Background: an optimization exercise with open tools, aiming at small area, a short achievable clock period and few clock cycles. Do not read the settings as production practice. The RTL was checked by simulation tests, not by an equivalence proof against the original design. No driver is modelled on the clock port, so clocking that relies on it looks cheaper here than on a real chip. Power figures rest on the tool's default switching activity, not on a simulated workload.

// qc_fsm_complex
module qc_fsm_complex #(
  parameter int unsigned N    = 3,
  parameter int unsigned W    = 16,
  parameter int unsigned FRAC = W - 2
) (
  input  logic         clk,
  input  logic         reset,
  input  logic         load_ready,
  input  logic [W-1:0] load_data,
  input  logic         new_gate,
  output logic [W-1:0] send_data,
  output logic         busy,
  output logic         done,
  output logic         sat
);
Size: ~2,000 cells after synthesis, roughly 39 I/O pins, roughly 30,000 um2 of cells after synthesis.
==> module qc_fsm_complex, before the edit <==
module qc_fsm_complex #(
  parameter int unsigned N    = 3,
  parameter int unsigned W    = 16,
  parameter int unsigned FRAC = W - 2
) (
  input  logic         clk,
  input  logic         reset,
  input  logic         load_ready,
  input  logic [W-1:0] load_data,
  input  logic         new_gate,
  output logic [W-1:0] send_data,
  output logic         busy,
  output logic         done,
  output logic         sat
);
  localparam int unsigned Max  = 1 << N;
  localparam int unsigned AccW = 2 * W + N + 1;   
  localparam int unsigned ND   = W / 2;      
  localparam logic [AccW-1:0] KPos    = AccW'((((64'd1 << (2 * ND)) - 64'd1) / 64'd3) << W);
  localparam logic [AccW-1:0] AccInit = (AccW'(1) << (FRAC - 1)) - AccW'(2 * Max) * KPos;
  logic            wait_ack_q;    
  logic            cap;           
  logic            cap_q;         
  logic            ph1_q;         
  logic            ph_load_q, ph_gate_q, ph_drain_q, ph_send_q;
  logic [2*N:0]    cnt_q;         
  logic            ng_q;
  logic            lastw_q;       
  logic            done_q, sat_q;
  logic            part, row_last;
  assign part     = cnt_q[0];
  assign row_last = &cnt_q[2*N:N+1];
  assign cap = load_ready & ~wait_ack_q;
  logic wlast_q, wrow7_q;
  logic first0_q, first_q;
  logic a0_q, a1_q;
  logic r_q;
  logic [W-1:0]       x_q;
  logic [ND-1:0]      one_q, two_q, neg_q;
  logic [2*W-1:0]     pcs_s_q, pcs_c_q;
  logic [AccW-1:0]    acc_a_q, acc_b_q;    
  logic [W-1:0]       send_q;
  logic [2*W-1:0]     s_q [Max];      
  logic [2*W-1:0]     o_q [Max-1];
  logic [2*W-1:0] m_s, m_c;
  qc_mul_cs u_mul (.x(x_q), .one(one_q), .two(two_q), .neg(neg_q), .s(m_s), .c(m_c));
  logic          y_re, y_neg;
  logic [W-1:0]  y;
  logic [ND-1:0] y_one, y_two, y_negd;
  assign y_re  = cap_q ? part : ~part;
  assign y_neg = ~cap_q & part;
  assign y     = y_re ? s_q[0][W-1:0] : s_q[0][2*W-1:W];
  always_comb begin
    for (int i = 0; i < ND; i++) begin
      logic b2, b1, b0;
      b2 = y[2*i+1];
      b1 = y[2*i];
      b0 = (i == 0) ? 1'b0 : y[2*i-1];
      y_one[i]  = b1 ^ b0;
      y_two[i]  = (b2 & ~b1 & ~b0) | (~b2 & b1 & b0);
      y_negd[i] = b2 ^ y_neg;
    end
  end
  logic [AccW-1:0] acc_base, acc_sum;
  assign acc_base = first_q ? AccInit : acc_a_q;
  assign acc_sum  = acc_base + AccW'(pcs_s_q) + AccW'(pcs_c_q);
  logic          ovf_re, ovf_im;
  logic [AccW-1:0] acc_re_q, acc_im_q;
  assign acc_re_q = acc_a_q;
  assign acc_im_q = acc_b_q;
  logic [W-1:0]  res_re, res_im;
  assign ovf_re = ~(&acc_re_q[AccW-1:FRAC+W-1]) & (|acc_re_q[AccW-1:FRAC+W-1]);
  assign ovf_im = ~(&acc_im_q[AccW-1:FRAC+W-1]) & (|acc_im_q[AccW-1:FRAC+W-1]);
  assign res_re = ovf_re ? {acc_re_q[AccW-1], {(W-1){~acc_re_q[AccW-1]}}} : acc_re_q[FRAC+W-1:FRAC];
  assign res_im = ovf_im ? {acc_im_q[AccW-1], {(W-1){~acc_im_q[AccW-1]}}} : acc_im_q[FRAC+W-1:FRAC];
  logic rot_q, ld_im_q, push_o_q, push_s_q, rot_cp;
  assign rot_cp = ph_gate_q & row_last;
  always_ff @(posedge clk or posedge reset) begin
    if (reset) begin
      wait_ack_q <= 1'b0;
      cap_q      <= 1'b0;
      ph1_q      <= 1'b0;
      ph_load_q  <= 1'b1;
      ph_gate_q  <= 1'b0;
      ph_drain_q <= 1'b0;
      ph_send_q  <= 1'b0;
      cnt_q      <= '0;
      lastw_q    <= 1'b0;
      done_q     <= 1'b0;
      a0_q       <= 1'b0;
      a1_q       <= 1'b0;
      r_q        <= 1'b0;
      rot_q      <= 1'b0;
      ld_im_q    <= 1'b0;
      push_o_q   <= 1'b0;
      push_s_q   <= 1'b0;
    end else begin
      if (cap) wait_ack_q <= 1'b1;
      else if (!load_ready) wait_ack_q <= 1'b0;
      cap_q  <= cap;
      ph1_q  <= cap_q & ph_gate_q;
      a0_q   <= cap_q & ph_gate_q;
      a1_q   <= ph1_q;
      r_q    <= a1_q & wlast_q;
      rot_q    <= cap & (ph_load_q ? ~part : (ph_gate_q | ph_send_q) & part);
      ld_im_q  <= cap & ph_load_q & part;
      push_s_q <= a1_q & wlast_q & wrow7_q;
      push_o_q <= (a1_q & wlast_q & ~wrow7_q) | (cap & ph_gate_q & row_last & part);
      done_q <= lastw_q & wait_ack_q & ~load_ready;
      if (cap) lastw_q <= ph_send_q & (cnt_q[N:0] == (N+1)'(2 * Max - 1));
      if (cap_q) begin
        cnt_q <= cnt_q + 1'b1;
        if (ph_load_q) begin
          if (cnt_q[N:0] == (N+1)'(2 * Max - 1)) begin
            cnt_q     <= '0;
            ph_load_q <= 1'b0;
            ph_gate_q <= 1'b1;
          end
        end
        if (ph_gate_q && (&cnt_q) && !ng_q) begin
          ph_gate_q  <= 1'b0;
          ph_drain_q <= 1'b1;
        end
        if (ph_send_q && cnt_q[N:0] == (N+1)'(2 * Max - 1)) begin
          cnt_q     <= '0;
          ph_send_q <= 1'b0;
          ph_load_q <= 1'b1;
        end
      end
      if (ph_drain_q && a1_q) begin
        ph_drain_q <= 1'b0;
        ph_send_q  <= 1'b1;
      end
    end
  end
  always_ff @(posedge clk) begin
    if (cap && ph_send_q) send_q <= part ? s_q[0][2*W-1:W] : s_q[0][W-1:0];
    if (cap_q && ph_load_q && cnt_q[N:0] == '0) sat_q <= 1'b0;
    else if (r_q) sat_q <= sat_q | ovf_re | ovf_im;
    ng_q <= new_gate;
    if (!wait_ack_q) x_q <= load_data;
    if (cap_q) begin
      wlast_q  <= (cnt_q[N:0] == (N+1)'(2 * Max - 1));
      wrow7_q  <= row_last;
    end
    one_q <= y_one;
    two_q <= y_two;
    neg_q <= y_negd;
    first0_q <= cap_q & (cnt_q[N:0] == '0);
    first_q  <= (cap_q & (cnt_q[N:0] == '0)) | first0_q;
    pcs_s_q <= m_s;
    pcs_c_q <= m_c;
    if (a0_q | a1_q) begin
      acc_a_q <= acc_b_q;
      acc_b_q <= acc_sum;
    end
    if (rot_q) begin
      for (int i = 0; i < Max - 1; i++) s_q[i] <= s_q[i+1];
      if (ph_load_q)   s_q[Max-1] <= {x_q, x_q};
      else if (rot_cp) s_q[Max-1] <= o_q[0];
      else             s_q[Max-1] <= s_q[0];
    end else if (push_s_q) begin
      s_q[Max-1] <= {res_im, res_re};
    end else if (ld_im_q) begin
      s_q[Max-1][2*W-1:W] <= x_q;
    end
    if (push_o_q) begin
      for (int i = 0; i < Max - 2; i++) o_q[i] <= o_q[i+1];
      o_q[Max-2] <= {res_im, res_re};
    end
  end
  assign send_data = send_q;
  assign busy      = ph_drain_q;
  assign done      = done_q;
  assign sat       = sat_q;
endmodule
Settings: LEC_CHECK=0, CAP_MARGIN=20, CORE_MARGIN=2, CORE_UTILIZATION=70, CTS_BUF_LIST=sky130_fd_sc_hd__clkbuf_16, CTS_CLUSTER_DIAMETER=90, CTS_CLUSTER_SIZE=24, PLACE_DENSITY=0.75, SLEW_MARGIN=20; clock period 12.5 ns.
standard.sh (not shown) runs the stock make flow with config.mk's settings and CLKGATE_MAP_FILE= SYNTH_SCRIPT=/design/flow/synth_recipe.tcl, a recipe that flattens the netlist after the stock synthesis.
==> flow/flow/run.sh <==
#!/bin/bash
# The standard layout (standard.sh: standard synthesis, floorplan, place, CTS, route),
# with three changes to how it is made:
#  - the port buffers are buf_4 cells instead of the resizer's default pick (a delay cell);
#  - timing repair aims at a setup slack margin well past zero, so that the layout runs
#    faster than the clock period asks for;
#  - after CTS, the root buffer that CTS puts right at the clock port is taken out, so the
#    port drives the four buffers of the tree's first level directly (unroot.tcl). Every
#    register's clock still passes two levels of clock buffers; all arrive equally earlier.
# The clock period, SDC and all other settings are the standard flow's.
set -euo pipefail
cd "$(dirname "$0")/.."
export BUFFER_PORTS_ARGS="-buffer_cell sky130_fd_sc_hd__buf_4"
export SETUP_SLACK_MARGIN=8.9
export TNS_END_PERCENT=100
R=orfs/results/sky130hd/qc_fsm_complex/base
bash standard.sh cts > make_cts.log 2>&1
UNROOT_IN=$R/4_cts.odb UNROOT_OUT=$R/4_cts.odb openroad -no_init -exit flow/unroot.tcl > unroot.log 2>&1
bash standard.sh finish > make_finish.log 2>&1
Other scripts of this flow, unchanged in this note and not shown: flow/flow/unroot.tcl
Testbench counts at the start, summed over its fixed seeds: cycles 66,240.
Rerun with:
--- a/flow/design.v
+++ b/flow/design.v
@@ -29,12 +29,11 @@
   logic            done_q, sat_q;
   logic            part, row_last;
   assign part     = cnt_q[0];
   assign row_last = &cnt_q[2*N:N+1];
   assign cap = load_ready & ~wait_ack_q;
-  logic wlast_q, wrow7_q;
-  logic first0_q, first_q;
+  logic wfirst_q, wlast_q, wrow7_q;
   logic a0_q, a1_q;
   logic r_q;
   logic [W-1:0]       x_q;
   logic [ND-1:0]      one_q, two_q, neg_q;
   logic [2*W-1:0]     pcs_s_q, pcs_c_q;
@@ -60,11 +59,11 @@
       y_two[i]  = (b2 & ~b1 & ~b0) | (~b2 & b1 & b0);
       y_negd[i] = b2 ^ y_neg;
     end
   end
   logic [AccW-1:0] acc_base, acc_sum;
-  assign acc_base = first_q ? AccInit : acc_a_q;
+  assign acc_base = wfirst_q ? AccInit : acc_a_q;
   assign acc_sum  = acc_base + AccW'(pcs_s_q) + AccW'(pcs_c_q);
   logic          ovf_re, ovf_im;
   logic [AccW-1:0] acc_re_q, acc_im_q;
   assign acc_re_q = acc_a_q;
   assign acc_im_q = acc_b_q;
@@ -138,18 +137,17 @@
     if (cap_q && ph_load_q && cnt_q[N:0] == '0) sat_q <= 1'b0;
     else if (r_q) sat_q <= sat_q | ovf_re | ovf_im;
     ng_q <= new_gate;
     if (!wait_ack_q) x_q <= load_data;
     if (cap_q) begin
+      wfirst_q <= (cnt_q[N:0] == '0);
       wlast_q  <= (cnt_q[N:0] == (N+1)'(2 * Max - 1));
       wrow7_q  <= row_last;
     end
     one_q <= y_one;
     two_q <= y_two;
     neg_q <= y_negd;
-    first0_q <= cap_q & (cnt_q[N:0] == '0);
-    first_q  <= (cap_q & (cnt_q[N:0] == '0)) | first0_q;
     pcs_s_q <= m_s;
     pcs_c_q <= m_c;
     if (a0_q | a1_q) begin
       acc_a_q <= acc_b_q;
       acc_b_q <= acc_sum;
Outcome: Register-to-register slack gets better by 0.08 ns. Total power rises by 4.6%. Global-route usage rises by 0.16 points. Utilization rises by 0.67 points. Critical path depth rises by 3. Cell count rises by 2.3%. Design area rises by about 2.5%. Area after synthesis rises by 0.53%. Clock skew rises by 0.0055 ns. Die area rises by 0.52%. Non-clock buffer count rises by 28. Worst setup slack gets better by 0.082 ns. Maximum frequency rises by 2.3%.
Testbench counts after the change, summed over its fixed seeds: cycles 66,240.

-- separate check: timing with driven ports --
No port has a modelled driver above. Below, the same layouts with a new extraction and two added sets of constraints.
Step 1 assumes that a clkbuf_16 drives the clock port and a buf_2 every other input.
Step 2 moves the port delays by t, midway between the first and last clock arrival at a register: inputs arrive t later, outputs are due t later. That takes back most of the time a late clock gives input paths.
a / b / c = no drivers / after step 1 / after step 2; a / b = the first two.
run | shift t [ns] | slack for setup (ns) | worst hold slack (ns) | latest minus earliest clock arrival (ns)
the first run | 0.500 | 8.848 / 8.848 / 8.688 | 0.393 / 0.393 / 0.393 | 0.028 / 0.027
the second run | 0.492 | 8.930 / 8.930 / 8.690 | 0.403 / 0.403 / 0.403 | 0.035 / 0.034
After both steps setup and hold are still met in every run listed. The setup slack of the second run, which loses most, moves by 0.000 ns with the drivers and by -0.240 ns with both steps.
